Background: an optimization exercise with open tools, aiming at small area, a short achievable clock period and few clock cycles per item. Do not read the settings as production practice. In this exercise RTL edits were held to simulation tests only and were not proved equivalent to the original. Power figures rest on the tool's default switching activity, not on a simulated workload.

==> flow/design.v <==
`default_nettype none
package pred_pkg;
	localparam int PIX_W = 8;  
	localparam int BLK = 4;  
	localparam int WIN = BLK + 1;  
	localparam int FRAC_W = 3;  
	localparam int ROW_W = $clog2(BLK);  
	localparam int ADDR_W = 5;  
	localparam int H_W = PIX_W + FRAC_W;  
	localparam int STEPS = WIN;
	typedef logic [PIX_W-1:0] pixel_t;
	typedef logic [WIN*PIX_W-1:0] win_row_t;
	typedef logic [BLK*PIX_W-1:0] blk_row_t;
	typedef logic [BLK*H_W-1:0] h_row_t;
endpackage
`default_nettype wire
`timescale 1ns/10ps
`default_nettype none
module pred_fsm #(
	parameter int ADDR_W = pred_pkg::ADDR_W
) (
	input wire logic clk,
	input wire logic rst_i,
	input wire logic start_i,
	input wire logic [pred_pkg::FRAC_W-1:0] frac_x_i,
	input wire logic [pred_pkg::FRAC_W-1:0] frac_y_i,
	input wire logic [ADDR_W-1:0] blk_addr_i,
	input wire logic [7:0] pos_i,
	input wire logic phase_i,
	output logic early_o,
	output logic launch_o,
	output logic busy_o,
	output logic first_o,
	output logic [pred_pkg::FRAC_W-1:0] step_frac_x_o,
	output logic [pred_pkg::FRAC_W-1:0] vert_frac_y_o,
	output logic [ADDR_W-1:0] wr_blk_addr_o,
	output logic wr_early_o
);
	localparam int FW = pred_pkg::FRAC_W;
	logic pend_q;
	logic start_acc;
	logic stage_busy;
	logic stage_free_next;
	logic a0;
	logic bearly_q;
	logic wearly_q;
	logic take;
	logic [FW-1:0] pfx_q;
	logic [FW-1:0] pfy_q;
	logic [ADDR_W-1:0] paddr_q;
	logic [FW-1:0] bfx_q;
	logic [FW-1:0] bfy_q;
	logic [ADDR_W-1:0] baddr_q;
	logic [FW-1:0] vfy_q;
	logic [ADDR_W-1:0] waddr_q;
	assign start_acc = start_i && !pend_q;
	assign stage_busy = |pos_i[4:0];
	assign stage_free_next = !(|pos_i[3:0]);
	assign a0 = pend_q ? paddr_q[0] : blk_addr_i[0];
	assign early_o = start_acc && !stage_busy && (phase_i != blk_addr_i[0]);
	assign launch_o = (pend_q || start_acc) && !early_o && stage_free_next && (phase_i == a0);
	assign take = early_o || launch_o;
	assign busy_o = pend_q;
	assign first_o = pos_i[0] || early_o;
	always_ff @(posedge clk) begin
		if (rst_i) begin
			pend_q <= 1'b0;
		end else begin
			pend_q <= (pend_q || start_acc) && !early_o && !launch_o;
		end
	end
	always_ff @(posedge clk) begin
		if (start_acc) begin
			pfx_q <= frac_x_i;
			pfy_q <= frac_y_i;
			paddr_q <= blk_addr_i;
		end
	end
	always_ff @(posedge clk) begin
		if (take) begin
			bfx_q <= pend_q ? pfx_q : frac_x_i;
			bfy_q <= pend_q ? pfy_q : frac_y_i;
			baddr_q <= pend_q ? paddr_q : blk_addr_i;
			bearly_q <= early_o;
		end
	end
	always_ff @(posedge clk) begin
		if (pos_i[1]) begin
			vfy_q <= bfy_q;  
		end
		if (pos_i[3]) begin
			waddr_q <= baddr_q;  
			wearly_q <= bearly_q;
		end
	end
	assign step_frac_x_o = early_o ? frac_x_i : bfx_q;
	assign vert_frac_y_o = vfy_q;
	assign wr_blk_addr_o = waddr_q;
	assign wr_early_o = wearly_q;
endmodule
`default_nettype wire
`timescale 1ns/10ps
`default_nettype none
module pred_step_counter (
	input wire logic clk,
	input wire logic rst_i,
	input wire logic launch_i,  
	input wire logic early_i,  
	input wire logic wr_early_i,  
	output logic [7:0] pos_o,
	output logic wr_o,
	output logic [pred_pkg::ROW_W-1:0] wr_row_o,
	output logic done_o
);
	logic [7:0] pos_q;
	logic done_dly_q;
	assign pos_o = pos_q;
	assign wr_o = |pos_q[7:4];
	assign wr_row_o = {pos_q[6] | pos_q[7], pos_q[5] | pos_q[7]};
	always_ff @(posedge clk) begin
		if (rst_i) begin
			pos_q <= '0;
			done_o <= 1'b0;
			done_dly_q <= 1'b0;
		end else begin
			pos_q <= {pos_q[6:1], pos_q[0] | early_i, launch_i};
			done_o <= (pos_q[7] && !wr_early_i) || done_dly_q;
			done_dly_q <= pos_q[7] && wr_early_i;
		end
	end
endmodule
`default_nettype wire
`timescale 1ns/10ps
`default_nettype none
module ref_window (
	input wire logic clk,
	input wire logic row_wr_i,
	input wire logic [2:0] row_idx_i,
	input wire pred_pkg::win_row_t row_data_i,
	input wire logic first_i,
	output pred_pkg::win_row_t row_o
);
	localparam int WIN = pred_pkg::WIN;
	pred_pkg::win_row_t rows [WIN];
	pred_pkg::win_row_t copy [1:WIN-1];
	always_ff @(posedge clk) begin
		for (int i = 0; i < WIN; i++) begin
			if (row_wr_i && (row_idx_i == 3'(i))) begin
				rows[i] <= row_data_i;
			end
		end
	end
	always_ff @(posedge clk) begin
		for (int i = 1; i < WIN-1; i++) begin
			copy[i] <= first_i ? rows[i] : copy[i+1];
		end
		copy[WIN-1] <= rows[WIN-1];  
	end
	assign row_o = first_i ? rows[0] : copy[1];
endmodule
`default_nettype wire
`timescale 1ns/10ps
`default_nettype none
module bilinear_interp (
	input wire logic clk,
	input wire logic [pred_pkg::FRAC_W-1:0] frac_x_i,
	input wire logic [pred_pkg::FRAC_W-1:0] frac_y_i,
	input wire pred_pkg::win_row_t row_i,
	output pred_pkg::blk_row_t wr_pix_o
);
	localparam int PW = pred_pkg::PIX_W;
	localparam int BLK = pred_pkg::BLK;
	localparam int HW = pred_pkg::H_W;
	localparam int VW = HW + 3;
	function automatic logic [2*VW-1:0] csa(input logic [VW-1:0] x, input logic [VW-1:0] y,
		input logic [VW-1:0] z);
		logic [VW-1:0] maj;
		maj = (x & y) | (x & z) | (y & z);
		csa = {maj << 1, x ^ y ^ z};
	endfunction
	logic [HW-1:0] hs_q [BLK];
	logic [HW-1:0] hc_q [BLK];
	logic [HW-1:0] h_q [BLK];  
	logic [HW-1:0] h_p [BLK];  
	logic [PW-1:0] vs_q [BLK];
	logic [PW-1:0] vc_q [BLK];
	logic vcin_q [BLK];
	always_ff @(posedge clk) begin
		for (int c = 0; c < BLK; c++) begin
			logic [PW-1:0] a;
			logic [PW-1:0] b;
			logic [VW-1:0] t [4];
			logic [2*VW-1:0] l1;
			logic [2*VW-1:0] l2;
			logic [6:0] lo;
			a = row_i[c*PW +: PW];
			b = row_i[(c+1)*PW +: PW];
			t[0] = VW'(a);
			t[1] = VW'(frac_x_i[0] ? b : a);
			t[2] = (VW'(frac_x_i[1] ? b : a) << 1) | VW'(1);
			t[3] = (VW'(frac_x_i[2] ? b : a) << 2) | VW'(3);
			l1 = csa(t[0], t[1], t[2]);
			l2 = csa(l1[VW-1:0], l1[2*VW-1:VW], t[3]);
			hs_q[c] <= l2[HW-1:0];
			hc_q[c] <= l2[VW +: HW];
			h_q[c] <= hs_q[c] + hc_q[c];
			h_p[c] <= h_q[c];
			t[0] = VW'(h_p[c]);
			t[1] = VW'(frac_y_i[0] ? h_q[c] : h_p[c]);
			t[2] = VW'(frac_y_i[1] ? h_q[c] : h_p[c]) << 1;
			t[3] = VW'(frac_y_i[2] ? h_q[c] : h_p[c]) << 2;
			l1 = csa(t[0], t[1], t[2]);
			l2 = csa(l1[VW-1:0], l1[2*VW-1:VW], t[3]);
			lo = 7'(l2[5:0]) + 7'(l2[VW +: 6]);
			vs_q[c] <= l2[6 +: PW];
			vc_q[c] <= l2[VW+6 +: PW];
			vcin_q[c] <= lo[6];
		end
	end
	always_comb begin
		for (int c = 0; c < BLK; c++) begin
			wr_pix_o[c*PW +: PW] = vs_q[c] + vc_q[c] + PW'(vcin_q[c]);
		end
	end
endmodule
`default_nettype wire
`timescale 1ns/10ps
`default_nettype none
module pred_out_store #(
	parameter int ADDR_W = pred_pkg::ADDR_W
) (
	input wire logic clk,
	input wire logic wr_i,
	input wire logic [pred_pkg::ROW_W-1:0] wr_row_i,
	input wire logic [ADDR_W-1:0] wr_blk_addr_i,
	input wire pred_pkg::blk_row_t wr_pix_i,
	input wire logic [ADDR_W-1:0] rd_addr_i,
	output logic phase_o,
	output logic [pred_pkg::BLK*pred_pkg::BLK*pred_pkg::PIX_W-1:0] pred_o
);
	localparam int BLK = pred_pkg::BLK;
	localparam int RW = pred_pkg::ROW_W;
	localparam int NP = 1 << (ADDR_W - 1);
	localparam int BW = BLK*BLK*pred_pkg::PIX_W;
	localparam int ROWB = BLK*pred_pkg::PIX_W;
	logic phase_q;
	logic [BW-1:0] slot_x [NP];
	logic [BW-1:0] slot_y [NP];
	logic [NP-1:0] sel_x;
	logic [NP-1:0] sel_y;
	logic [BW-1:0] rd_data;
	always_ff @(posedge clk) begin
		phase_q <= ~phase_q;
	end
	assign phase_o = phase_q;
	for (genvar m = 0; m < NP; m++) begin : g_pair
		for (genvar r = 0; r < BLK; r++) begin : g_row
			logic ins;
			assign ins = wr_i && (wr_row_i == RW'(r)) && (wr_blk_addr_i[ADDR_W-1:1] == (ADDR_W-1)'(m));
			if (r % 2 == 0) begin : g_even
				always_ff @(posedge clk) begin
					slot_x[m][r*ROWB +: ROWB] <= ins ? wr_pix_i : slot_y[m][r*ROWB +: ROWB];
					slot_y[m][r*ROWB +: ROWB] <= slot_x[m][r*ROWB +: ROWB];
				end
			end else begin : g_odd
				always_ff @(posedge clk) begin
					slot_x[m][r*ROWB +: ROWB] <= slot_y[m][r*ROWB +: ROWB];
					slot_y[m][r*ROWB +: ROWB] <= ins ? wr_pix_i : slot_x[m][r*ROWB +: ROWB];
				end
			end
		end
		assign sel_x[m] = (rd_addr_i[ADDR_W-1:1] == (ADDR_W-1)'(m)) && (rd_addr_i[0] == phase_q);
		assign sel_y[m] = (rd_addr_i[ADDR_W-1:1] == (ADDR_W-1)'(m)) && (rd_addr_i[0] != phase_q);
	end
	always_comb begin
		rd_data = '0;
		for (int m = 0; m < NP; m++) begin
			rd_data = rd_data | ({BW{sel_x[m]}} & slot_x[m]) | ({BW{sel_y[m]}} & slot_y[m]);
		end
	end
	always_ff @(posedge clk) begin
		pred_o <= rd_data;  
	end
endmodule
`default_nettype wire
`timescale 1ns/10ps
`default_nettype none
module inter_pred_top #(
	parameter int ADDR_W = pred_pkg::ADDR_W
) (
	input wire logic clk,
	input wire logic rst_i,
	input wire logic ref_row_wr_i,
	input wire logic [2:0] ref_row_idx_i,
	input wire pred_pkg::win_row_t ref_row_i,
	input wire logic start_i,
	input wire logic [ADDR_W-1:0] blk_addr_i,
	input wire logic [pred_pkg::FRAC_W-1:0] frac_x_i,
	input wire logic [pred_pkg::FRAC_W-1:0] frac_y_i,
	output logic busy_o,
	output logic done_o,
	input wire logic [ADDR_W-1:0] rd_addr_i,
	output logic [pred_pkg::BLK*pred_pkg::BLK*pred_pkg::PIX_W-1:0] pred_o
);
	logic launch;
	logic early;
	logic first;
	logic [7:0] pos;
	logic phase;
	logic wr_early;
	pred_pkg::win_row_t row;
	logic [pred_pkg::FRAC_W-1:0] step_frac_x;
	logic [pred_pkg::FRAC_W-1:0] vert_frac_y;
	logic wr;
	logic [pred_pkg::ROW_W-1:0] wr_row;
	logic [ADDR_W-1:0] wr_blk_addr;
	pred_pkg::blk_row_t wr_pix;
	pred_fsm #(.ADDR_W(ADDR_W)) u_fsm (
		.clk(clk),
		.rst_i(rst_i),
		.start_i(start_i),
		.frac_x_i(frac_x_i),
		.frac_y_i(frac_y_i),
		.blk_addr_i(blk_addr_i),
		.pos_i(pos),
		.phase_i(phase),
		.early_o(early),
		.launch_o(launch),
		.busy_o(busy_o),
		.first_o(first),
		.step_frac_x_o(step_frac_x),
		.vert_frac_y_o(vert_frac_y),
		.wr_blk_addr_o(wr_blk_addr),
		.wr_early_o(wr_early)
	);
	pred_step_counter u_counter (
		.clk(clk),
		.rst_i(rst_i),
		.launch_i(launch),
		.early_i(early),
		.wr_early_i(wr_early),
		.pos_o(pos),
		.wr_o(wr),
		.wr_row_o(wr_row),
		.done_o(done_o)
	);
	ref_window u_window (
		.clk(clk),
		.row_wr_i(ref_row_wr_i),
		.row_idx_i(ref_row_idx_i),
		.row_data_i(ref_row_i),
		.first_i(first),
		.row_o(row)
	);
	bilinear_interp u_interp (
		.clk(clk),
		.frac_x_i(step_frac_x),
		.frac_y_i(vert_frac_y),
		.row_i(row),
		.wr_pix_o(wr_pix)
	);
	pred_out_store #(.ADDR_W(ADDR_W)) u_store (
		.clk(clk),
		.wr_i(wr),
		.wr_row_i(wr_row),
		.wr_blk_addr_i(wr_blk_addr),
		.wr_pix_i(wr_pix),
		.rd_addr_i(rd_addr_i),
		.phase_o(phase),
		.pred_o(pred_o)
	);
endmodule
`default_nettype wire
==> flow/run.sh <==
#!/bin/bash
# synth_recipe.tcl (not shown) runs the flow's synth.tcl, then flattens the netlist and writes it again
# the make line also repeats each setting of config.mk as NAME=value (left out here)
make -C /OpenROAD-flow-scripts/flow DESIGN_CONFIG=/design/flow/config.mk WORK_HOME=/design/flow/orfs CLKGATE_MAP_FILE= SYNTH_SCRIPT=/design/flow/synth_recipe.tcl finish
==> flow/config.mk <==
export PLATFORM = sky130hd
export DESIGN_NAME = inter_pred_top
export DESIGN_NICKNAME = inter_pred_top
export VERILOG_FILES = /design/flow/design.v
export SDC_FILE = /design/flow/constraint.sdc
export NUM_CORES = 4
export LEC_CHECK = 0
export CAP_MARGIN = 20
export CORE_MARGIN = 2
export CORE_UTILIZATION = 40
export CTS_CLUSTER_DIAMETER = 80
export CTS_CLUSTER_SIZE = 30
export SETUP_SLACK_MARGIN = 4.7
export SLEW_MARGIN = 20
==> flow/constraint.sdc <==
create_clock -name core_clock -period 8.0 [get_ports {clk}]
set_input_delay 1.6000 -clock core_clock [delete_from_list [all_inputs] [get_ports {clk}]]
set_output_delay 1.6000 -clock core_clock [all_outputs]
set_load 0.01 [all_outputs]
==> results of run 1 <==
[sequential cells by signal (all words and copies together), names as in the netlist, 3 cells and up]
name	flops
u_interp.h_q	44
u_fsm.waddr_q	4
u_window.copy	160
u_interp.hc_q	36
u_store.slot_x	2048
u_store.pred_o	128
u_store.slot_y	2048
u_fsm.pfy_q	3
u_fsm.bfx_q	3
u_fsm.baddr_q	4
u_interp.hs_q	40
u_fsm.vfy_q	3
u_fsm.bfy_q	3
u_interp.h_p	44
u_fsm.paddr_q	5
u_window.rows	200
u_interp.vcin_q	4
u_interp.vs_q	28
u_counter.pos_q	8
u_interp.vc_q	28
u_fsm.pfx_q	3
[worst max-delay path, delay by kind of cell]
kind / cells / cell delay, ps
AOI/OAI and AO/OA: 1 / 310
adders and majority gates: 2 / 1030
buffers and inverters: 5 / 580
muxes: 1 / 260
and+or+nand+nor: 3 / 470
[final cells by class]
class	count	area [um2]
clock inverter	47	663
fill	36200	214000
timing repair buffer	550	5790
inverter	134	503
tap	5175	6470
antenna	56	140
sequential	4850	99700
multi-input combinational	8308	54100
clock buffer	214	4990
[Yosys cell counts (all sizes together), types with 5 or more instances]
master | n | area [um2]
a2111oi | 118 | 1400
a21o | 7 | 52.6
a21oi | 115 | 576
a22oi | 1814 | 13600
and2 | 67 | 419
and3 | 352 | 2200
buf | 192 | 1010
clkbuf | 976 | 3660
dfxtp | 4620 | 92500
edfxtp | 230 | 6910
fa | 148 | 2960
ha | 80 | 1000
inv | 134 | 503
mux2 | 385 | 4340
mux2i | 25 | 250
nand2 | 2339 | 8780
nand2b | 8 | 50.1
nand3 | 123 | 621
nand4 | 399 | 2500
nor2 | 82 | 308
nor2b | 28 | 175
nor3 | 17 | 85.1
nor4b | 5 | 50.0
nor4bb | 6 | 60.1
o21a | 18 | 135
o21ai | 1878 | 9400
o31ai | 5 | 37.5
or2 | 26 | 163
or4 | 128 | 961
xnor2 | 34 | 298
xor2 | 10 | 87.6
[cells by family after synthesis]
kind of cell	after synthesis
mux	410
simple gates	3597
flops	4850
compound gates	3985
buf+inv	1302
fa+ha+maj	228
xor+xnor	44
[what timing repair did]
item,in CTS,in global routing
setup endpoints to repair,459,184
endpoints found under the hold margin,0,0
setup buffers,82,28
resized for setup,645,183
pin swaps,37,46
gates cloned,53,8
[per-stage QoR]
stage	power (mW)	std cells	util [%]	hold slack, ps	cell area (um2)
6_report	51.6	19300	44.6	261	172000
5_1_grt	53.5	19300	44.6	272	172000
4_1_cts	51.1	19200	44.3	266	171000
3_5_place_dp	38.8	18800	42.3	312	164000
3_3_place_gp	38.8	18800	42.3	312	164000
2_1_floorplan	33.9	14400	-	310	157000
[power breakdown]
group | internal, mW | switching (mW) | total [mW] | leakage [nW]
sequential | 25.6 | 0.685 | 26.3 | 39.5
clock | 4.78 | 7.84 | 12.6 | 2.75
combinational | 3.11 | 9.56 | 12.7 | 23.2
total | 33.5 | 18.1 | 51.6 | 65.5
[how the worst max path moves through the flow]
stage | startpoint | endpoint | slack (ps)
final | start_i | u_interp.hs_q[0][3] | 4610
after CTS | blk_addr_i[0] | u_interp.hs_q[0][4] | 4680
after detailed placement | rd_addr_i[1] | u_store.pred_o[25] | 1990
after global routing | start_i | u_interp.hs_q[2][3] | 4570
after floorplan | blk_addr_i[0] | u_interp.hs_q[0][4] | 4110
after global placement | rd_addr_i[1] | u_store.pred_o[84] | 2100
[layer usage]
metal / part of all wire, % / vias up / wire [um]
met5: 0.046 / - / 276
met4: 5.7 / 42 / 34400
met3: 10 / 1597 / 62800
met2: 44 / 7042 / 268000
met1: 40 / 56900 / 241000
li1: - / 50200 / -
==> metrics.cfg, run 1 <==
[timing]
setup_slack_ps = 4610
rsz0062_at_grt = true
final.setup.tns_ps = 0
skew_ps = 144
finalCritPeriodShare_pct = 42.4
fmax_mhz = 295
min_period_ps = 3390
hold_violations = 0
final_max_slew_viol_count = 0
slew_headroom_pct = 10.4
setup_viol = 0
worst_pin_slew_ps = 1340

[critical_path]
slowest_delay_ps = 540
r2r_setup_slack_ps = 4640
cp.required_ps = 8870
start_kind = input port
path_cells = buf_8 -> nor3b_4 -> buf_4 -> a31o_4 -> buf_6 -> buf_16 -> nand2_4 -> and2_4 -> mux2_4 -> fa_1 -> inv_2 -> fa_2
worstPathArrival_ps = 4260
rr_endpoint = u_store.slot_y[15][41]
reg2regPathDepth = 5
regToRegStartpoint = u_fsm.waddr_q[1]
cp_slowest_cell = fa_2
cp_max_fo = 8
worstSetupPathType = input port to flop
cp-end-kind = flop

[placement]
place.gp.congestion = 0.829
dp_slack_ps = 1990
hpwl_um = 309000
portBuffers = 192

[detailed_routing]
via_per_inst = 5.99
via_count = 116000
drc = 0
drt_iter0_drc = 16700
wl_per_cell_um = 31.3
firstDrtPassIters = 9
ant_nets = 0
routed_wirelength_um = 606000

[yosys]
synth-edff-count = 230
syn-mean-instance-area_um2 = 10.8
async_reset_ff_share_pct = 0
synth_cell_types = 53
yosysSeqAreaShare_pct = 63.9
synth_fa_ha_area_share_pct = 2.55
synthMuxAreaShare_pct = 2.95
yosys_most_used_dff = dfxtp_1
yosys_warnings = 20
synth_xor_area_share_pct = 0.248
syn-num-nets = 14700
ys_ff_latch = 4850
yosys.area_share.simple_pct = 10.6
synthCells = 14400
synth-compound-area-share_pct = 16.4
synth_top_family_by_area = compound AO/OA/AOI/OAI gates
netlist_area_um2 = 155000

[cts]
clkTransAtPathRegs_ps = 110
clk_latency_ps = 1060
cts_buffers = 193
clock_sinks = 4850
cts_htree_levels = 4
clk_path_buf_depth = 4
cts_tree = built
hold_buffers = 0
clock-root-buffer = clkbuf_16

[floorplanning]
die_h_um = 627
initial_core_util_pct = 40.3
dieArea_um2 = 394000
core_area_um2 = 386000
die_x_um = 627
rows = 228
io_pins = 193

[global_route]
top_usage_layer = met2
grt_pass1_wl_um = 837000
grt_overflow = 0
grt_pass1_vias = 108000
grt_usage_pct = 29.6
grt_max_degree = 86
grt.met1_usage_pct = 38.9
antenna_found_initial = 61
grtUsageMet2_pct = 46.5
use_met3_pct = 5.67

[finish]
nNetsFinal = 14300
syn2layout_area_growth_pct = 10.9
final_cell_mix = dfxtp_1 (4522), nand2_1 (2235), o21ai_0 (1861)
final_common_cell = dfxtp_1
drive_gt1_share_pct = 12.0

[power]
pwr_density_cell_nw_per_um2 = 299
ir_drop_v = 0.000706
p_leak_nw = 65.5

[status]
status = finished clean

[hold_path]
hold_start = u_store.slot_x[12][25]
hold_depth = 0
min_to = u_store.slot_y[12][25]
holdCritPathClass = flop to flop

[flow_run]
cap_viol_max_count = 0

Testbench counts, summed over its fixed seeds: cycles 1,608, blocks 256.
==> inputs of run 2 (changes only) <==
--- a/flow/config.mk
+++ b/flow/config.mk
@@ -9,6 +9,4 @@
 export CORE_MARGIN = 2
 export CORE_UTILIZATION = 40
-export CTS_CLUSTER_DIAMETER = 80
-export CTS_CLUSTER_SIZE = 30
 export SETUP_SLACK_MARGIN = 4.7
 export SLEW_MARGIN = 20
==> run 2 against run 1 <==
Net effect:
- power up 20%
- clock-buffer cell count up 478
- maximum frequency down 0.29%
- worst hold slack better by 20 ps
- critical path depth down 4
- utilization up 2.7 points
- combinational power about the same
- die area unchanged
- global-route usage up 0.62 points
- clock power up 83%
- sequential cell count unchanged
- synthesized area unchanged
- largest cell class unchanged
==> metrics.cfg, run 2 <==
[finish]
utilization_pct = 47.3
syn2layout_area_growth_pct = 17.5
drive_gt1_share_pct = 14.9
nNetsFinal = 14600
reg_top3 = u_store.slot_x x2048, u_store.slot_y x2048, u_window.rows x200
final_common_cell = dfxtp_1
final_cell_mix = dfxtp_1 (4522), nand2_1 (2249), o21ai_0 (1863)

[yosys]
yosysSeqAreaShare_pct = 63.9
ys_top_cells_by_count = dfxtp_1 (4620), nand2_1 (2339), o21ai_0 (1878)
synth_area_leader_cell = dfxtp_1
yosys_most_used_dff = dfxtp_1
syn-num-nets = 14700
netlist_area_um2 = 155000
synth-edff-count = 230
synth_cell_types = 53
async_reset_ff_share_pct = 0
synth.most_common_cell = dfxtp_1
synth.area.top_cells = dfxtp_1 (59%), a22oi_1 (8.8%), o21ai_0 (6.0%), nand2_1 (5.6%), edfxtp_1 (4.4%)
yosys_warnings = 20
synthCells = 14400
ys_ff_latch = 4850
yosysTopAreaCellShare_pct = 59.5
syn-mean-instance-area_um2 = 10.8

[placement]
place.gp.congestion = 0.829
portBuffers = 192
hpwl_um = 309000

[floorplanning]
io_pins = 193
die_h_um = 627
dieArea_um2 = 394000
initial_core_util_pct = 40.3
rows = 228
die_x_um = 627
core_area_um2 = 386000

[critical_path]
cp-end-kind = flop
cp_max_fo = 19
worstSetupPathType = input port to flop
worstPathArrival_ps = 4350
start_kind = input port
cp.required_ps = 8950

[cts]
clk_path_buf_depth = 4
cts_tree = built
clk_latency_ps = 1080
clkTransAtPathRegs_ps = 70
cts_buffers = 463
clock_sinks = 4850
cts_htree_levels = 5
clock-root-buffer = clkbuf_16

[detailed_routing]
wl_per_cell_um = 30.9
firstDrtPassIters = 9
drt_iter0_drc = 16800
ant_nets = 0
drc = 0
routed_wirelength_um = 618000
via_count = 119000
via_per_inst = 5.95

[flow_run]
cap_viol_max_count = 0

[status]
status = finished clean

[timing]
slew_headroom_pct = 15.4
final_max_slew_viol_count = 0
worst_pin_slew_ps = 1270
setup_viol = 0
finalCritPeriodShare_pct = 42.5
min_period_ps = 3400
final.setup.tns_ps = 0
hold_violations = 0
fmax_mhz = 294
rsz0062_at_grt = true
skew_ps = 136

[global_route]
grt_pass1_vias = 112000
use_met3_pct = 6.59
grt_pass1_wl_um = 855000
top_usage_layer = met2
grt_usage_pct = 30.2
antenna_found_initial = 62
grt_max_degree = 77
grtUsageMet2_pct = 47.0
grt.met1_usage_pct = 39.1
grt_overflow = 0

[power]
pwr_density_cell_nw_per_um2 = 339
p_leak_nw = 70.6
ir_drop_v = 0.000713
total_power_mw = 62.0

[hold_path]
holdCritPathClass = flop to flop

-- run 2: cell counts after synthesis --
Identical to the previous run, type by type.
-- run 2: final cells by class --
type / instances / area [um2]
Fill cell: 35200 / 204000
Clock inverter: 171 / 2380
Timing Repair Buffer: 562 / 5920
Inverter: 134 / 503
Tap cell: 5175 / 6470
Antenna cell: 74 / 185
Multi-Input combinational cell: 8307 / 53900
Sequential cell: 4850 / 99700
Clock buffer: 692 / 13700
-- run 2: cell families after synthesis --
| kind of cell | after synthesis | synth area share, % |
|---|---|---|
| buffers and inverters | 1302 | 3.33 |
| flip-flops | 4850 | 63.9 |
| AND/OR/NAND/NOR | 3597 | 10.6 |
| adder cells (fa/ha/maj) | 228 | 2.55 |
| XOR/XNOR | 44 | 0.248 |
| AO/OA/AOI/OAI | 3985 | 16.4 |
| multiplexers | 410 | 2.95 |
-- run 2: timing repair --
action,4_1_cts,5_1_grt
hold endpoints to repair,0,0
cloned,55,6
resized for setup,744,103
pin swaps,40,22
endpoints found under the setup margin,454,231
buffers inserted,97,24
hold buffers,0,0
-- run 2: stage by stage --
step           setup slack, ps  area [um2]  instances  hold WS (ps)
2_1_floorplan             4110      157000      14400           310
3_3_place_gp              2100      164000      18800           312
3_5_place_dp              1990      164000      18800           312
4_1_cts                   4680      182000      19900           281
5_1_grt                   4580      183000      19900           298
6_report                  4600      183000      20000           281
-- run 2: routing by layer --
| metal | vias up | share of wire, % |
|---|---|---|
| met5 | - | 0.038 |
| met4 | 34 | 5.9 |
| met3 | 1837 | 11 |
| met2 | 7971 | 44 |
| met1 | 57900 | 39 |
| li1 | 51100 | - |
-- run 2: worst paths after layout --
path / cells after the start / to / from / slack [ps]
worst min register to register: 0 / u_store.slot_y[14][76] / u_store.slot_x[14][76] / 280
worst min-delay path: 0 / u_store.slot_y[14][76] / u_store.slot_x[14][76] / 280
worst max-delay path: 8 / u_store.pred_o[41] / rd_addr_i[2] / 4600
worst max register to register: 5 / u_store.slot_y[15][41] / u_fsm.waddr_q[2] / 4600
-- run 2: power breakdown --
| part | internal (mW) | switching, mW |
|---|---|---|
| clock network | 13.2 | 9.82 |
| logic | 3.07 | 9.55 |
| registers | 25.6 | 0.689 |
-- run 2: critical path, stage by stage --
cell and delay (ps):
buf_4 300, nor4b_4 280, buf_4 480, and2_4 570
buf_4 570, a22oi_1 180, nand4_1 190, or4_1 120
==> inputs of run 3 (changes only) <==
--- a/flow/config.mk
+++ b/flow/config.mk
@@ -8,5 +8,7 @@
 export CAP_MARGIN = 20
 export CORE_MARGIN = 2
-export CORE_UTILIZATION = 40
-export SETUP_SLACK_MARGIN = 4.7
+export CORE_UTILIZATION = 55
+export CTS_CLUSTER_DIAMETER = 80
+export CTS_CLUSTER_SIZE = 30
+export SETUP_SLACK_MARGIN = 4.8
 export SLEW_MARGIN = 20
==> run 3 against run 2 <==
Net effect:
- still clean
- sequential power is essentially flat
- via count grew 1.6%
- non-clock buffer count grew 105
- combinational power is essentially flat
- sequential share of layout area grew 3.2 points
- die area shrank 27%
- wire length grew 3.9%
- clock power shrank 45%
- final area shrank 5.5%
- sequential cell count is the same
- worst setup slack lost 9.3 ps
- critical path type unchanged
- critical endpoint is now u_interp.hs_q[1][6]
- largest cell class unchanged
- largest power group unchanged
- highest routed layer unchanged
==> metrics.cfg, run 3 <==
[status]
status = finished clean

[yosys]
yosysTopAreaCellShare_pct = 59.5
synth_xor_area_share_pct = 0.248
ys_top_cells_by_count = dfxtp_1 (4620), nand2_1 (2339), o21ai_0 (1878)
netlist_area_um2 = 155000
ys_ff_latch = 4850
yosys_warnings = 20
synth_fa_ha_area_share_pct = 2.55
synthMuxAreaShare_pct = 2.95
syn-num-nets = 14700
synth_cell_types = 53
synth-compound-area-share_pct = 16.4
syn-mean-instance-area_um2 = 10.8
synth.area.top_cells = dfxtp_1 (59%), a22oi_1 (8.8%), o21ai_0 (6.0%), nand2_1 (5.6%), edfxtp_1 (4.4%)
yosys.area_share.simple_pct = 10.6
synth.most_common_cell = dfxtp_1
async_reset_ff_share_pct = 0
yosysSeqAreaShare_pct = 63.9
synth-edff-count = 230
yosys_most_used_dff = dfxtp_1
synth_area_leader_cell = dfxtp_1
synth_top_family_by_area = compound AO/OA/AOI/OAI gates
synthCells = 14400

[detailed_routing]
drc = 0
via_count = 121000
routed_wirelength_um = 642000
ant_nets = 0
firstDrtPassIters = 9
via_per_inst = 6.69
drt_iter0_drc = 19500
wl_per_cell_um = 35.5

[critical_path]
reg2regPathDepth = 5
crit_buf_inv = 5
regToRegStartpoint = u_fsm.waddr_q[3]
cp_top_family = adder cells
cp.required_ps = 8880
cp_slowest_cell = fa_2
r2r_setup_slack_ps = 4730
slowest_delay_ps = 570
cp-end-kind = flop
path_cells = buf_8 -> xor2_4 -> buf_6 -> a31oi_4 -> buf_12 -> buf_16 -> nand2_8 -> and2_4 -> mux2_4 -> fa_1 -> inv_2 -> fa_2
start_kind = input port
worstPathArrival_ps = 4290
rr_endpoint = u_store.slot_x[10][73]
cp_max_fo = 5
worstSetupPathType = input port to flop

[timing]
setup_slack_ps = 4590
final.setup.tns_ps = 0
worst_pin_slew_ps = 1250
skew_ps = 67.5
slew_headroom_pct = 16.8
fmax_mhz = 293
finalCritPeriodShare_pct = 42.6
hold_ws_ps = 318
final_max_slew_viol_count = 0
rsz0062_at_grt = true
setup_viol = 0
min_period_ps = 3410
hold_violations = 0

[finish]
drive_gt1_share_pct = 13.4
syn2layout_area_growth_pct = 11.0
nNetsFinal = 14400
reg_top3 = u_store.slot_x x2048, u_store.slot_y x2048, u_window.rows x200
final_cell_mix = dfxtp_1 (4523), nand2_1 (2234), o21ai_0 (1863)
utilization_pct = 61.3
fin_area_um2 = 173000
final_common_cell = dfxtp_1

[cts]
hold_buffers = 0
cts_htree_levels = 4
clock-root-buffer = clkbuf_16
clock_sinks = 4850
cts_tree = built
clk_latency_ps = 980
clk_path_buf_depth = 4
clkTransAtPathRegs_ps = 120
cts_buffers = 194

[global_route]
grtUsageMet2_pct = 63.3
grt.met1_usage_pct = 57.5
use_met3_pct = 10.5
grt_usage_pct = 43.0
grt_overflow = 0
top_usage_layer = met2
antenna_found_initial = 61
grt_pass1_wl_um = 876000
grt_pass1_vias = 114000
grt_max_degree = 95

[floorplanning]
die_h_um = 536
core_area_um2 = 282000
die_x_um = 536
rows = 195
io_pins = 193
initial_core_util_pct = 55.2
dieArea_um2 = 287000

[placement]
portBuffers = 192
dp_slack_ps = 1970
hpwl_um = 323000
placed_cell_area_um2 = 162000
place.gp.congestion = 0.884

[power]
ir_drop_v = 0.000989
p_leak_nw = 66.5
pwr_density_cell_nw_per_um2 = 301

[hold_path]
hold_depth = 0
hold_start = u_store.slot_x[15][8]
min_to = u_store.slot_y[15][8]
holdCritPathClass = flop to flop

[flow_run]
cap_viol_max_count = 0

[run 3: kinds of logic after synthesis]
logic type      after synthesis
fa+ha+maj                   228
buf+inv                    1302
flops                      4850
xor+xnor                     44
mux                         410
compound gates             3985
simple gates               3597
[run 3: worst max path at each step]
stage	startpoint	to	depth (start not counted)
6_report	blk_addr_i[0]	u_interp.hs_q[1][6]	12
5_1_grt	blk_addr_i[0]	u_interp.hs_q[2][7]	12
4_1_cts	start_i	u_interp.hs_q[1][6]	12
3_5_place_dp	rd_addr_i[3]	u_store.pred_o[84]	7
3_3_place_gp	rd_addr_i[3]	u_store.pred_o[84]	7
2_1_floorplan	blk_addr_i[0]	u_interp.hs_q[0][4]	9
[run 3: metrics by stage]
step	instances	power, mW
after detailed placement	17400	38.8
after CTS	17900	51.4
after floorplan	14400	33.9
final	18100	51.9
after global placement	17400	38.6
after global routing	18000	53.7
[run 3: what timing repair did]
item	CTS	global route
gates resized for setup	937	133
pin swaps	81	49
gates cloned	67	12
setup buffers	177	32
setup endpoints to repair	350	199
[run 3: where the power goes]
part           internal (mW)  switching [mW]
clock network           4.94            7.74
logic                   3.27            9.59
registers               25.6           0.746
total                   33.8            18.1
[run 3: layer usage]
layer	vias up	wire length, um
li1	50500	-
met1	59400	247000
met2	8821	270000
met3	2071	80000
met4	30	45100
met5	-	223
[run 3: cell type report]
cell class / count / area (um2)
flip-flops and latches: 4850 / 99700
diodes: 78 / 195
clock inverters: 51 / 567
multi-input cells: 8307 / 54500
clock buffers: 224 / 5230
inverters: 134 / 503
well taps: 3743 / 4680
fillers: 23000 / 109000
repair buffers: 667 / 7260
[run 3: worst register-to-register path: cells and delay by family (launching register included)]
kind                   cells  cell delay (ps)
buffers and inverters      1              590
flip-flops                 1              590
multiplexers               1              420
AND/OR/NAND/NOR            3             1600
==> inputs of run 4 (changes only) <==
--- a/flow/config.mk
+++ b/flow/config.mk
@@ -8,7 +8,7 @@
 export CAP_MARGIN = 20
 export CORE_MARGIN = 2
-export CORE_UTILIZATION = 55
+export CORE_UTILIZATION = 40
 export CTS_CLUSTER_DIAMETER = 80
 export CTS_CLUSTER_SIZE = 30
-export SETUP_SLACK_MARGIN = 4.8
+export SETUP_SLACK_MARGIN = 4.5
 export SLEW_MARGIN = 20
==> run 4 against run 3 <==
Net effect:
- clock-buffer cell count shrank 13
- maximum frequency shrank 5.5%
- clock skew grew 67 ps
- final cell count grew 6.9%
- critical path depth shrank 4
- clock power is essentially flat
- global-route usage shrank 13 points
- register-to-register slack lost 130 ps
- synthesized cell count is the same
- non-clock buffer count shrank 145
- critical path type unchanged
- critical endpoint is now u_store.pred_o[20]
- largest cell class unchanged
- highest routed layer unchanged
==> metrics.cfg, run 4 <==
[power]
total_power_mw = 51.3
pwr_density_cell_nw_per_um2 = 300
ir_drop_v = 0.000774
p_leak_nw = 65.3

[placement]
hpwl_um = 313000
portBuffers = 192
place.gp.congestion = 0.847

[yosys]
yosys_most_used_dff = dfxtp_1
syn-num-nets = 14700
async_reset_ff_share_pct = 0
synth.area.top_cells = dfxtp_1 (59%), a22oi_1 (8.8%), o21ai_0 (6.0%), nand2_1 (5.6%), edfxtp_1 (4.4%)
ys_ff_latch = 4850
yosysSeqAreaShare_pct = 63.9
syn-mean-instance-area_um2 = 10.8
yosysTopAreaCellShare_pct = 59.5
synth-edff-count = 230
synth_area_leader_cell = dfxtp_1
synth_cell_types = 53
synthCells = 14400
ys_top_cells_by_count = dfxtp_1 (4620), nand2_1 (2339), o21ai_0 (1878)
netlist_area_um2 = 155000
synth.most_common_cell = dfxtp_1
yosys_warnings = 20

[floorplanning]
rows = 228
dieArea_um2 = 394000
die_x_um = 627
io_pins = 193
core_area_um2 = 386000
initial_core_util_pct = 40.3
die_h_um = 627

[timing]
final_max_slew_viol_count = 0
min_period_ps = 3610
finalCritPeriodShare_pct = 45.1
setup_viol = 0
fmax_mhz = 277
rsz0062_at_grt = true
slew_headroom_pct = 19.5
skew_ps = 135
hold_violations = 0
worst_pin_slew_ps = 1210
final.setup.tns_ps = 0

[finish]
syn2layout_area_growth_pct = 9.75
final_common_cell = dfxtp_1
nNetsFinal = 14300
drive_gt1_share_pct = 10.2
reg_top3 = u_store.slot_x x2048, u_store.slot_y x2048, u_window.rows x200
final_cell_mix = dfxtp_1 (4532), nand2_1 (2260), o21ai_0 (1868)

[detailed_routing]
routed_wirelength_um = 605000
wl_per_cell_um = 31.3
ant_nets = 0
drt_iter0_drc = 16700
via_per_inst = 6.00
via_count = 116000
drc = 0
firstDrtPassIters = 8

[global_route]
grt_overflow = 0
grt_max_degree = 81
grt_usage_pct = 29.7
grt_pass1_vias = 108000
grt_pass1_wl_um = 839000
antenna_found_initial = 64

[critical_path]
regToRegStartpoint = u_fsm.waddr_q[1]
startpoint = rd_addr_i[0]
cp_max_fo = 51
cp_slowest_cell = and2_4
worstPathArrival_ps = 4510
r2r_setup_slack_ps = 4600
rr_endpoint = u_store.slot_x[7][73]
endpoint = u_store.pred_o[20]
cp.required_ps = 8900
path_cells = clkdlybuf4s15_2 -> xor2_4 -> buf_4 -> and2_4 -> buf_12 -> a22oi_1 -> nand4_1 -> or4_1
reg2regPathDepth = 5
slowest_delay_ps = 640
start_kind = input port
worstSetupPathType = input port to flop
cp-end-kind = flop

[cts]
cts_htree_levels = 4
clk_path_buf_depth = 4
clock-root-buffer = clkbuf_16
cts_buffers = 192
hold_buffers = 0
cts_tree = built
clock_sinks = 4850
clkTransAtPathRegs_ps = 120
clk_latency_ps = 1030

[flow_run]
cap_viol_max_count = 0

[hold_path]
hold_depth = 0
holdCritPathClass = flop to flop

[status]
status = finished clean

==> run 4: metrics by stage <==
stage	hold slack (ps)	util [%]	area, um2	setup WS [ps]	std cells
3_5_place_dp	312	42.2	163000	2210	18800
3_3_place_gp	315	42.2	163000	2270	18800
6_report	267	44.2	171000	4390	19300
5_1_grt	286	44.1	171000	4460	19300
4_1_cts	287	44.1	170000	4390	19200
2_1_floorplan	310	-	156000	4030	14400
==> run 4: worst min-delay path by stage <==
stage,from,end,slack [ps]
2_1_floorplan,u_interp.hs_q[0][0],u_interp.h_q[0][0],310
3_3_place_gp,u_interp.hs_q[1][0],u_interp.h_q[1][0],310
3_5_place_dp,u_interp.hs_q[0][0],u_interp.h_q[0][0],310
4_1_cts,u_store.slot_x[6][94],u_store.slot_y[6][94],290
5_1_grt,u_store.slot_y[12][125],u_store.slot_x[12][125],290
6_report,u_store.slot_y[14][100],u_store.slot_x[14][100],270
==> run 4: kinds of logic (layout without fill, tap and decap cells) <==
| logic type | Yosys count | after routing | share of synthesized area [%] |
|---|---|---|---|
| adders and majority gates | 228 | 228 | 2.55 |
| buffers and inverters | 1302 | 908 | 3.33 |
| and+or+nand+nor | 3597 | 3629 | 10.6 |
| muxes | 410 | 412 | 2.95 |
| xor gates and xnor gates | 44 | 44 | 0.248 |
| other | 0 | 67 | 0 |
| DFF | 4850 | 4850 | 63.9 |
| AOI/OAI and AO/OA | 3985 | 3989 | 16.4 |
==> run 4: routing by layer <==
| metal | share of wire, % | track usage (%) | vias to the layer above |
|---|---|---|---|
| met2 | 44 | 46.0 | 7299 |
| li1 | - | - | 50200 |
| met4 | 6.2 | 15.7 | 26 |
| met3 | 11 | 5.82 | 1556 |
| met5 | 0.029 | 0 | - |
| met1 | 39 | 39.2 | 56700 |
==> run 4: report_power, final <==
group / leakage, nW / switching [mW] / internal [mW]
combinational: 23.1 / 9.50 / 3.00
clock: 2.70 / 7.76 / 4.72
sequential: 39.5 / 0.663 / 25.6
total: 65.3 / 17.9 / 33.3
==> run 4: layout make-up <==
type	instances	area [um2]
multi-input combinational	8302	52900
sequential	4850	99600
tap	5175	6470
clock inverter	41	543
antenna	67	168
fill	36400	216000
clock buffer	211	4980
inverter	134	503
timing repair buffer	522	5420
==> run 4: timing repair <==
item                                    in CTS  in global routing
setup buffers                               77                 11
cloned                                      48                  1
endpoints found under the setup margin     437                120
pin swaps                                   31                  2
gates resized for setup                    397                 32
==> run 4: worst max-delay path: cells and delay by family <==
| kind | cells | cell delay (ps) |
|---|---|---|
| AND/OR/NAND/NOR | 3 | 910 |
| XOR/XNOR | 1 | 250 |
| AO/OA/AOI/OAI | 1 | 220 |
| buffers and inverters | 3 | 1380 |
==> inputs of run 5 (changes only) <==
--- a/flow/config.mk
+++ b/flow/config.mk
@@ -6,9 +6,9 @@
 export NUM_CORES = 4
 export LEC_CHECK = 0
-export CAP_MARGIN = 20
+export CAP_MARGIN = 5
 export CORE_MARGIN = 2
 export CORE_UTILIZATION = 40
 export CTS_CLUSTER_DIAMETER = 80
 export CTS_CLUSTER_SIZE = 30
-export SETUP_SLACK_MARGIN = 4.5
-export SLEW_MARGIN = 20
+export SETUP_SLACK_MARGIN = 4.7
+export SLEW_MARGIN = 5
==> run 5 against run 4 <==
Net effect:
- synthesized cell count is the same
- maximum frequency grew 4.8%
- critical path depth shrank 1
- first-iteration DRC count shrank 0.56%
- final cell count grew 0.17%
- largest cell class unchanged
- highest routed layer unchanged
==> metrics.cfg, run 5 <==
[timing]
fmax_mhz = 290
final_max_slew_viol_count = 0
final.setup.tns_ps = 0
worst_pin_slew_ps = 1310
rsz0062_at_grt = true
skew_ps = 125
setup_viol = 0
slew_headroom_pct = 12.6
min_period_ps = 3440
hold_violations = 0
setup_slack_ps = 4560
finalCritPeriodShare_pct = 43.0

[global_route]
grt_max_degree = 77
grt_overflow = 0
grt_pass1_wl_um = 839000
grt_pass1_vias = 108000
antenna_found_initial = 52
grt_usage_pct = 29.7

[yosys]
ys_ff_latch = 4850
syn-num-nets = 14700
synth.area.top_cells = dfxtp_1 (59%), a22oi_1 (8.8%), o21ai_0 (6.0%), nand2_1 (5.6%), edfxtp_1 (4.4%)
synthCells = 14400
synth_cell_types = 53
yosys_warnings = 20
yosysTopAreaCellShare_pct = 59.5
yosysSeqAreaShare_pct = 63.9
synth.most_common_cell = dfxtp_1
yosys_most_used_dff = dfxtp_1
synth-edff-count = 230
async_reset_ff_share_pct = 0
netlist_area_um2 = 155000
synth_area_leader_cell = dfxtp_1
syn-mean-instance-area_um2 = 10.8
ys_top_cells_by_count = dfxtp_1 (4620), nand2_1 (2339), o21ai_0 (1878)

[cts]
clk_path_buf_depth = 4
cts_tree = built
clock_sinks = 4850
clock-root-buffer = clkbuf_16
clkTransAtPathRegs_ps = 120
hold_buffers = 0
cts_buffers = 192
cts_htree_levels = 4
clk_latency_ps = 1040

[placement]
place_inst = 18800
hpwl_um = 309000
portBuffers = 192
place.gp.congestion = 0.829
dp_slack_ps = 2040

[detailed_routing]
drt_iter0_drc = 16600
firstDrtPassIters = 8
ant_nets = 0
via_count = 116000
via_per_inst = 5.99
routed_wirelength_um = 608000
drc = 0
wl_per_cell_um = 31.4

[critical_path]
cp.required_ps = 8960
cpMostUsedCell = buf_4
cp_top_family = simple AND/OR/NAND/NOR gates
slowest_delay_ps = 700
path_cells = buf_4 -> and4b_4 -> and2_4 -> buf_4 -> a22oi_1 -> nand4_1 -> or4_1
cp-end-kind = flop
cp_max_fo = 21
crit_buf_inv = 2
start_kind = input port
cp_slowest_cell = and4b_4
worstPathArrival_ps = 4410
worstSetupPathType = input port to flop

[floorplanning]
rows = 228
initial_core_util_pct = 40.3
die_x_um = 627
dieArea_um2 = 394000
die_h_um = 627
core_area_um2 = 386000
io_pins = 193

[finish]
nFillCells = 36300
regArea_um2 = 99700
utilization_pct = 44.6
multiInputGateArea_um2 = 53900
nNetsFinal = 14300
final_common_cell = dfxtp_1
drive_gt1_share_pct = 11.8
syn2layout_area_growth_pct = 10.7
fin_cells = 19300
reg_top3 = u_store.slot_x x2048, u_store.slot_y x2048, u_window.rows x200
final_cell_mix = dfxtp_1 (4523), nand2_1 (2241), o21ai_0 (1863)

[power]
p_leak_nw = 65.5
ir_drop_v = 0.000752
pwr_density_cell_nw_per_um2 = 299

[status]
status = finished clean

[flow_run]
cap_viol_max_count = 0

[hold_path]
holdCritPathClass = flop to flop

## run 5: cell types whose count changed in the layout (fill, tap and decap cells not counted), sizes merged, moves of 2 or more
cell	previous run	this run
buf	321	398
bufbuf	10	12
bufinv	4	1
clkbuf	217	225
clkdlybuf4s15	3	65
clkdlybuf4s50	56	54
diode	67	47
dlygate4sd2	126	33
inv	153	151
mux2	387	389
## run 5: power breakdown
| part | total [mW] | internal [mW] | switching (mW) |
|---|---|---|---|
| combinational | 12.6 | 3.06 | 9.55 |
| sequential | 26.3 | 25.6 | 0.676 |
| clock | 12.5 | 4.72 | 7.82 |
| total | 51.4 | 33.4 | 18.1 |
## run 5: stage by stage
step                total power [mW]  cell area, um2  hold slack, ps
floorplan                       33.9          157000             310
global placement                38.8          164000             312
detailed placement              38.8          164000             312
finish                          51.4          172000             287
CTS                             51.0          171000             304
global route                    53.3          172000             310
## run 5: repair_timing
item / 4_1_cts / 5_1_grt
resized for setup: 650 / 130
cloned: 54 / 6
setup endpoints to repair: 506 / 138
pin swaps: 40 / 24
buffers inserted: 97 / 27
## run 5: layer usage
metal  wire (um)  up-vias  track usage (%)  part of all wire, %
met3       62900     1613             5.54                   10
li1            -    50200                -                    -
met2      266000     6927             46.5                   44
met5         193        -            0.161                0.032
met1      240000    57000             39.0                   40
met4       38100       28             15.7                  6.3
## run 5: area by class of cell
| class | count | share of cell area, % |
|---|---|---|
| antenna | 47 | 0.0683 |
| clock buffer | 223 | 2.97 |
| clock inverter | 35 | 0.273 |
| inverter | 134 | 0.292 |
| multi-input combinational | 8307 | 31.3 |
| sequential | 4850 | 57.9 |
| tap | 5175 | 3.76 |
| timing repair buffer | 564 | 3.41 |
## run 5: final timing paths
path,startpoint,endpoint,slack [ps],cells past startpoint
setup / recovery,rd_addr_i[2],u_store.pred_o[75],4560,7
hold / removal,u_store.slot_x[12][25],u_store.slot_y[12][25],290,0
setup reg to reg,u_fsm.waddr_q[3],u_store.slot_y[5][41],4630,5
hold reg to reg,u_store.slot_x[12][25],u_store.slot_y[12][25],290,0
## run 5: kinds of logic (layout without fill, tap and decap cells)
logic type / count (synthesis) / count (layout) / synth area share [%]
flip-flops: 4850 / 4850 / 63.9
other: 0 / 47 / 0
XOR/XNOR: 44 / 45 / 0.248
adder cells (fa/ha/maj): 228 / 228 / 2.55
AND/OR/NAND/NOR: 3597 / 3631 / 10.6
multiplexers: 410 / 415 / 2.95
AO/OA/AOI/OAI: 3985 / 3988 / 16.4
buffers and inverters: 1302 / 956 / 3.33
==> inputs of run 6 (changes only) <==
--- a/flow/config.mk
+++ b/flow/config.mk
@@ -6,9 +6,9 @@
 export NUM_CORES = 4
 export LEC_CHECK = 0
-export CAP_MARGIN = 5
+export CAP_MARGIN = 20
 export CORE_MARGIN = 2
 export CORE_UTILIZATION = 40
 export CTS_CLUSTER_DIAMETER = 80
 export CTS_CLUSTER_SIZE = 30
-export SETUP_SLACK_MARGIN = 4.7
-export SLEW_MARGIN = 5
+export SETUP_SLACK_MARGIN = 5.0
+export SLEW_MARGIN = 20
==> run 6 against run 5 <==
Net effect:
- register-to-register slack about the same
- via count increased by 1.8%
- worst setup slack got worse by 79 ps
- non-clock buffer count increased by 182
- largest power group unchanged
- critical path type unchanged
- die area unchanged
- sequential cell count unchanged
- power increased by 1.5%
==> metrics.cfg, run 6 <==
[critical_path]
endpoint = u_interp.hs_q[0][6]
regToRegStartpoint = u_counter.pos_q[0]
rr_endpoint = u_interp.hs_q[0][6]
worstPathArrival_ps = 4400
start_kind = input port
cp_max_fo = 5
worstSetupPathType = input port to flop
cp.required_ps = 8880
r2r_setup_slack_ps = 4620
startpoint = blk_addr_i[0]
reg2regPathDepth = 14
cp-end-kind = flop

[yosys]
async_reset_ff_share_pct = 0
synth_xor_area_share_pct = 0.248
netlist_area_um2 = 155000
ys_top_cells_by_count = dfxtp_1 (4620), nand2_1 (2339), o21ai_0 (1878)
yosysSeqAreaShare_pct = 63.9
synth-edff-count = 230
synth_cell_types = 53
synth.area.top_cells = dfxtp_1 (59%), a22oi_1 (8.8%), o21ai_0 (6.0%), nand2_1 (5.6%), edfxtp_1 (4.4%)
syn-num-nets = 14700
yosys.area_share.simple_pct = 10.6
synth_fa_ha_area_share_pct = 2.55
synth-compound-area-share_pct = 16.4
yosys_most_used_dff = dfxtp_1
synth_area_leader_cell = dfxtp_1
synth.most_common_cell = dfxtp_1
syn-mean-instance-area_um2 = 10.8
synth_top_family_by_area = compound AO/OA/AOI/OAI gates
synthMuxAreaShare_pct = 2.95
yosys_warnings = 20
ys_ff_latch = 4850
synthCells = 14400
yosysTopAreaCellShare_pct = 59.5

[global_route]
grt_usage_pct = 30.8
grt_pass1_vias = 110000
grt_overflow = 0
grt_pass1_wl_um = 864000
antenna_found_initial = 49
grt_max_degree = 65

[cts]
cts_tree = built
clkTransAtPathRegs_ps = 120
cts_buffers = 193
clk_path_buf_depth = 4
clock_sinks = 4850
cts_htree_levels = 4
clk_latency_ps = 1030
clock-root-buffer = clkbuf_16

[floorplanning]
die_h_um = 627
initial_core_util_pct = 40.3
die_x_um = 627
io_pins = 193
core_area_um2 = 386000
rows = 228
dieArea_um2 = 394000

[finish]
fin_cells = 19500
reg_top3 = u_store.slot_x x2048, u_store.slot_y x2048, u_window.rows x200
fin_area_um2 = 177000
syn2layout_area_growth_pct = 13.9
final_common_cell = dfxtp_1
drive_gt1_share_pct = 14.7
final_cell_mix = dfxtp_1 (4489), nand2_1 (2227), o21ai_0 (1861)
nNetsFinal = 14500

[placement]
place_inst = 18900
placed_cell_area_um2 = 164000
hpwl_um = 319000
place.gp.congestion = 0.858
portBuffers = 192

[detailed_routing]
via_per_inst = 6.04
ant_nets = 0
drt_iter0_drc = 18400
via_count = 118000
wl_per_cell_um = 32.5
firstDrtPassIters = 8
routed_wirelength_um = 635000
drc = 0

[timing]
worst_pin_slew_ps = 1210
slew_headroom_pct = 19.0
final.setup.tns_ps = 0
min_period_ps = 3520
fmax_mhz = 284
hold_violations = 0
rsz0062_at_grt = true
finalCritPeriodShare_pct = 44.0
skew_ps = 121
hold_ws_ps = 277
final_max_slew_viol_count = 0
setup_viol = 0

[power]
p_leak_nw = 67.4
ir_drop_v = 0.000870
pwr_density_cell_nw_per_um2 = 295

[hold_path]
holdCritPathClass = flop to flop

[flow_run]
cap_viol_max_count = 0

[status]
status = finished clean

-- run 6: cell count changes in the layout (fill, tap and decap cells not counted), moves of 34 or more --
cell	previous run	this run
dfxtp_1	4523	4489
buf_6	34	185
clkdlybuf4s15_1	34	0
buf_12	41	95
buf_4	273	327
-- run 6: worst min-delay path by stage --
stage | startpoint | to | slack [ps] | cells past startpoint
2_1_floorplan | u_interp.hs_q[0][0] | u_interp.h_q[0][0] | 310 | 0
3_3_place_gp | u_interp.hs_q[1][0] | u_interp.h_q[1][0] | 310 | 0
3_5_place_dp | u_interp.hs_q[1][0] | u_interp.h_q[1][0] | 310 | 0
4_1_cts | u_store.slot_y[2][48] | u_store.slot_x[2][48] | 290 | 0
5_1_grt | u_store.slot_x[9][93] | u_store.slot_y[9][93] | 300 | 0
6_report | u_store.slot_y[2][48] | u_store.slot_x[2][48] | 280 | 0
-- run 6: stage by stage --
| stage | utilization, % | setup WS, ps | power [mW] |
|---|---|---|---|
| after floorplan | - | 4110 | 33.9 |
| after global placement | 42.4 | 2240 | 38.8 |
| after detailed placement | 42.4 | 2160 | 38.8 |
| after CTS | 45.3 | 4620 | 51.7 |
| after global routing | 45.8 | 4460 | 54.0 |
| final | 45.8 | 4480 | 52.2 |
-- run 6: cell type report --
type                            count  area (um2)
Antenna cell                       48         120
Clock buffer                      212        5000
Clock inverter                     49         689
Fill cell                       35600      209000
Inverter                          134         508
Multi-Input combinational cell   8308       55300
Sequential cell                  4850       99800
Tap cell                         5175        6470
Timing Repair Buffer              746        9190
-- run 6: worst max-delay path, cell delays in order --
cell     delay [ps]
buf_12          110
xor2_4          190
buf_6           130
a31oi_4         320
buf_12          200
buf_12          110
buf_12           90
buf_16          100
nand2_4          50
and2_4          140
mux2_4          260
fa_2            530
inv_2            40
fa_2            510
-- run 6: layer usage --
| layer | wire [um] | part of all wire (%) | up-vias | global-route usage (%) |
|---|---|---|---|---|
| li1 | - | - | 50600 | - |
| met1 | 249000 | 39 | 57800 | 40.8 |
| met2 | 271000 | 43 | 7797 | 46.6 |
| met3 | 73800 | 12 | 1702 | 6.88 |
| met4 | 40800 | 6.4 | 32 | 16.9 |
| met5 | 425 | 0.067 | - | 0 |
-- run 6: kinds of logic after synthesis --
logic type,after synthesis
AO/OA/AOI/OAI,3985
buffers and inverters,1302
multiplexers,410
AND/OR/NAND/NOR,3597
adder cells (fa/ha/maj),228
flip-flops,4850
XOR/XNOR,44
-- run 6: repair_timing --
item,CTS,global route
gates resized for setup,1430,180
setup endpoints to repair,778,706
hold buffers,0,0
setup buffers,220,45
cloned,73,17
pin swaps,123,44
-- run 6: where the power goes --
part	internal (mW)	total [mW]	switching [mW]
Sequential	25.6	26.3	0.736
Combinational	3.39	13.2	9.79
Clock	4.84	12.7	7.84
Total	33.8	52.2	18.4
==> inputs of run 7 (changes only) <==
--- a/flow/design.v
+++ b/flow/design.v
@@ -279,7 +279,9 @@
 		end
 	end
+	logic [BW-1:0] pred_n_q;
 	always_ff @(posedge clk) begin
-		pred_o <= rd_data;  
+		pred_n_q <= ~rd_data;
 	end
+	assign pred_o = ~pred_n_q;
 endmodule
 `default_nettype wire
--- a/flow/config.mk
+++ b/flow/config.mk
@@ -11,4 +11,4 @@
 export CTS_CLUSTER_DIAMETER = 80
 export CTS_CLUSTER_SIZE = 30
-export SETUP_SLACK_MARGIN = 5.0
+export SETUP_SLACK_MARGIN = 4.7
 export SLEW_MARGIN = 20
==> run 7 against run 6 <==
Net effect:
- power decreased by 1.4%
- still clean
- highest routed layer unchanged
- global-route usage decreased by 1.0 points
- synthesized cell count increased by 1.2%
==> metrics.cfg, run 7 <==
[power]
pwr_density_cell_nw_per_um2 = 299
internal_power_mw = 33.4
power.switching_mw = 18.1
p_comb_share_pct = 24.7
p_leak_nw = 66.3
power_frac_clock_pct = 24.3
switching_share_pct = 35.1
power_frac_seq_pct = 51.0
ir_drop_v = 0.000803

[finish]
final_cell_mix = dfxtp_1 (4503), nand2_1 (2241), o21ai_0 (1867)
syn2layout_area_growth_pct = 9.98
utilization_pct = 44.2
drive_gt1_share_pct = 11.6
nNetsFinal = 14500
reg_top3 = u_store.slot_x x2048, u_store.slot_y x2048, u_window.rows x200
fin_cells = 19500
final_common_cell = dfxtp_1

[yosys]
yosys_warnings = 20
syn-mean-instance-area_um2 = 10.7
synthCells = 14600
yosys.area_share.simple_pct = 10.7
yosys_most_used_dff = dfxtp_1
yosysTopAreaCellShare_pct = 59.1
synth-compound-area-share_pct = 16.3
netlist_area_um2 = 156000
synthMuxAreaShare_pct = 2.93
synth-edff-count = 230
yosysSeqAreaShare_pct = 63.5
synth.area.top_cells = dfxtp_1 (59%), a22oi_1 (8.5%), o21ai_0 (6.0%), nand2_1 (5.6%), edfxtp_1 (4.4%)
ys_top_cells_by_count = dfxtp_1 (4620), nand2_1 (2339), o21ai_0 (1878)
synth_fa_ha_area_share_pct = 2.53
synth.most_common_cell = dfxtp_1
synth_area_leader_cell = dfxtp_1
synth_top_family_by_area = compound AO/OA/AOI/OAI gates
synth_cell_types = 58
syn-num-nets = 14900
synth_xor_area_share_pct = 0.246
ys_ff_latch = 4850
async_reset_ff_share_pct = 0

[detailed_routing]
wl_per_cell_um = 31.5
via_count = 117000
routed_wirelength_um = 615000
ant_nets = 0
drt_iter0_drc = 17400
via_per_inst = 6.01
firstDrtPassIters = 8
drc = 0

[timing]
skew_ps = 160
worst_pin_slew_ps = 1370
finalCritPeriodShare_pct = 42.6
final.setup.tns_ps = 0
fmax_mhz = 293
setup_viol = 0
slew_headroom_pct = 8.77
min_period_ps = 3410
hold_violations = 0
final_max_slew_viol_count = 0
rsz0062_at_grt = true

[hold_path]
hold_depth = 0
holdCritPathClass = flop to flop
hold_start = u_store.slot_x[14][19]
min_to = u_store.slot_y[14][19]

[critical_path]
cp-end-kind = flop
crit_buf_inv = 1
cp_slowest_cell = and2_2
cp_top_family = simple AND/OR/NAND/NOR gates
reg2regPathDepth = 10
cp_max_fo = 19
path_cells = buf_4 -> and4b_4 -> and2_2 -> a22oi_1 -> nand4_1 -> nor4_1
cp.required_ps = 8860
rr_endpoint = u_interp.hs_q[0][7]
slowest_delay_ps = 1120
regToRegStartpoint = u_counter.pos_q[3]
r2r_setup_slack_ps = 4760
worstSetupPathType = input port to flop
worstPathArrival_ps = 4270
start_kind = input port

[global_route]
grt_max_degree = 70
grt_usage_pct = 29.8
antenna_found_initial = 59
grt_overflow = 0
grt_pass1_vias = 110000
grt_pass1_wl_um = 850000

[status]
status = finished clean

[floorplanning]
die_x_um = 629
dieArea_um2 = 396000
rows = 229
io_pins = 193
die_h_um = 629
initial_core_util_pct = 40.2
core_area_um2 = 389000

[placement]
place.gp.congestion = 0.853
place_inst = 19000
portBuffers = 192
hpwl_um = 322000

[cts]
clock-root-buffer = clkbuf_16
clock_sinks = 4850
clk_path_buf_depth = 4
clk_latency_ps = 1050
clkTransAtPathRegs_ps = 110
hold_buffers = 0
cts_buffers = 191
cts_tree = built
cts_htree_levels = 4

[flow_run]
cap_viol_max_count = 0

-- run 7: cells by family after synthesis --
group / Yosys count
and+or+nand+nor: 3660
muxes: 410
buffers and inverters: 1435
adders and majority gates: 228
AOI/OAI and AO/OA: 3964
DFF: 4850
xor gates and xnor gates: 44
-- run 7: how the worst max path moves through the flow --
stage               cells after the start                    end        startpoint
floorplan                               8    u_interp.hs_q[1][2]           start_i
global placement                        7   u_store.pred_n_q[20]      rd_addr_i[2]
detailed placement                      7   u_store.pred_n_q[83]      rd_addr_i[3]
CTS                                     5  u_store.slot_x[8][81]  u_fsm.waddr_q[3]
global route                           11    u_interp.hs_q[0][4]           start_i
finish                                  6  u_store.pred_n_q[120]      rd_addr_i[4]
-- run 7: worst reg2reg max path, delay by kind of cell, from the launching register on --
| family | cells | cell delay [ps] |
|---|---|---|
| muxes | 2 | 580 |
| DFF | 1 | 450 |
| adders and majority gates | 2 | 1030 |
| buffers and inverters | 4 | 640 |
| and+or+nand+nor | 2 | 510 |
-- run 7: per-layer routing --
layer | part of all wire, % | wire length, um | global-route usage, %
met5 | 0.015 | 94 | 0
met4 | 6.5 | 40000 | 16.4
met3 | 11 | 65600 | 5.48
met2 | 43 | 266000 | 46.1
met1 | 39 | 243000 | 39.3
-- run 7: layout make-up --
class	instances	area [um2]
clock inverter	32	528
sequential	4850	99700
timing repair buffer	573	5870
fill	36600	217000
antenna	51	128
inverter	262	1020
tap	5197	6500
clock buffer	215	5040
multi-input combinational	8351	53200
-- run 7: repair_timing --
| item | CTS | global route |
|---|---|---|
| pin swaps | 43 | 15 |
| endpoints found under the setup margin | 425 | 84 |
| cloned | 55 | 4 |
| setup buffers | 122 | 12 |
| resized for setup | 826 | 82 |
-- run 7: per-stage QoR --
| stage | total power, mW | setup slack, ps | area [um2] | hold WS, ps |
|---|---|---|---|---|
| finish | 51.5 | 4590 | 172000 | 242 |
| floorplan | 33.9 | 4140 | 157000 | 310 |
| detailed placement | 39.0 | 2230 | 164000 | 312 |
| global route | 53.3 | 4650 | 172000 | 274 |
| CTS | 51.2 | 4650 | 172000 | 261 |
| global placement | 38.9 | 2010 | 164000 | 312 |
-- run 7: power groups by stage --
stage                     sequential, mW  clock, mW  combinational (mW)
after detailed placement            26.8          0                12.2
after global routing                26.4       13.3                13.6
final                               26.3       12.5                12.7
after global placement              26.8          0                12.1
after floorplan                     26.6          0                7.35
after CTS                           26.3       12.5                12.4
Testbench counts of run 7, summed over its fixed seeds: cycles 1,608, blocks 256.

[port drivers added, routing unchanged]
Ports are ideal in the flow. The routed layouts listed here were re-timed in OpenROAD.
Step 1 assumes that a clkbuf_16 drives the clock port and a buf_2 every other input.
Step 2 times the ports against the registers' clock, not the clock port: input delays grow and output delays shrink by t, the midpoint of the rising clock arrivals with the driver on.
Slacks: ideal / step 1 / step 2; pairs: ideal / step 1.
| run | shift t [ns] | slack for setup (ns) | worst register clock-pin slew, ns | worst slew at a driven data input, ns |
|---|---|---|---|---|
| run 1 | 1.100 | 4.610 / 4.594 / 3.494 | 0.12 / 0.12 | 0.19 |
| run 2 | 1.126 | 4.601 / 4.528 / 3.402 | 0.07 / 0.07 | 0.19 |
| run 3 | 1.069 | 4.591 / 4.665 / 3.597 | 0.12 / 0.12 | 0.13 |
| run 4 | 1.076 | 4.392 / 4.448 / 3.374 | 0.12 / 0.12 | 0.13 |
| run 5 | 1.087 | 4.558 / 4.493 / 3.406 | 0.12 / 0.12 | 0.20 |
| run 6 | 1.073 | 4.479 / 4.545 / 3.471 | 0.12 / 0.12 | 0.19 |
| run 7 | 1.090 | 4.589 / 4.517 / 3.427 | 0.12 / 0.12 | 0.19 |
After both steps setup and hold are still met in every run listed. For run 2, which loses most, drivers alone change the setup slack by -0.073 ns; drivers and shift together by -1.199 ns.
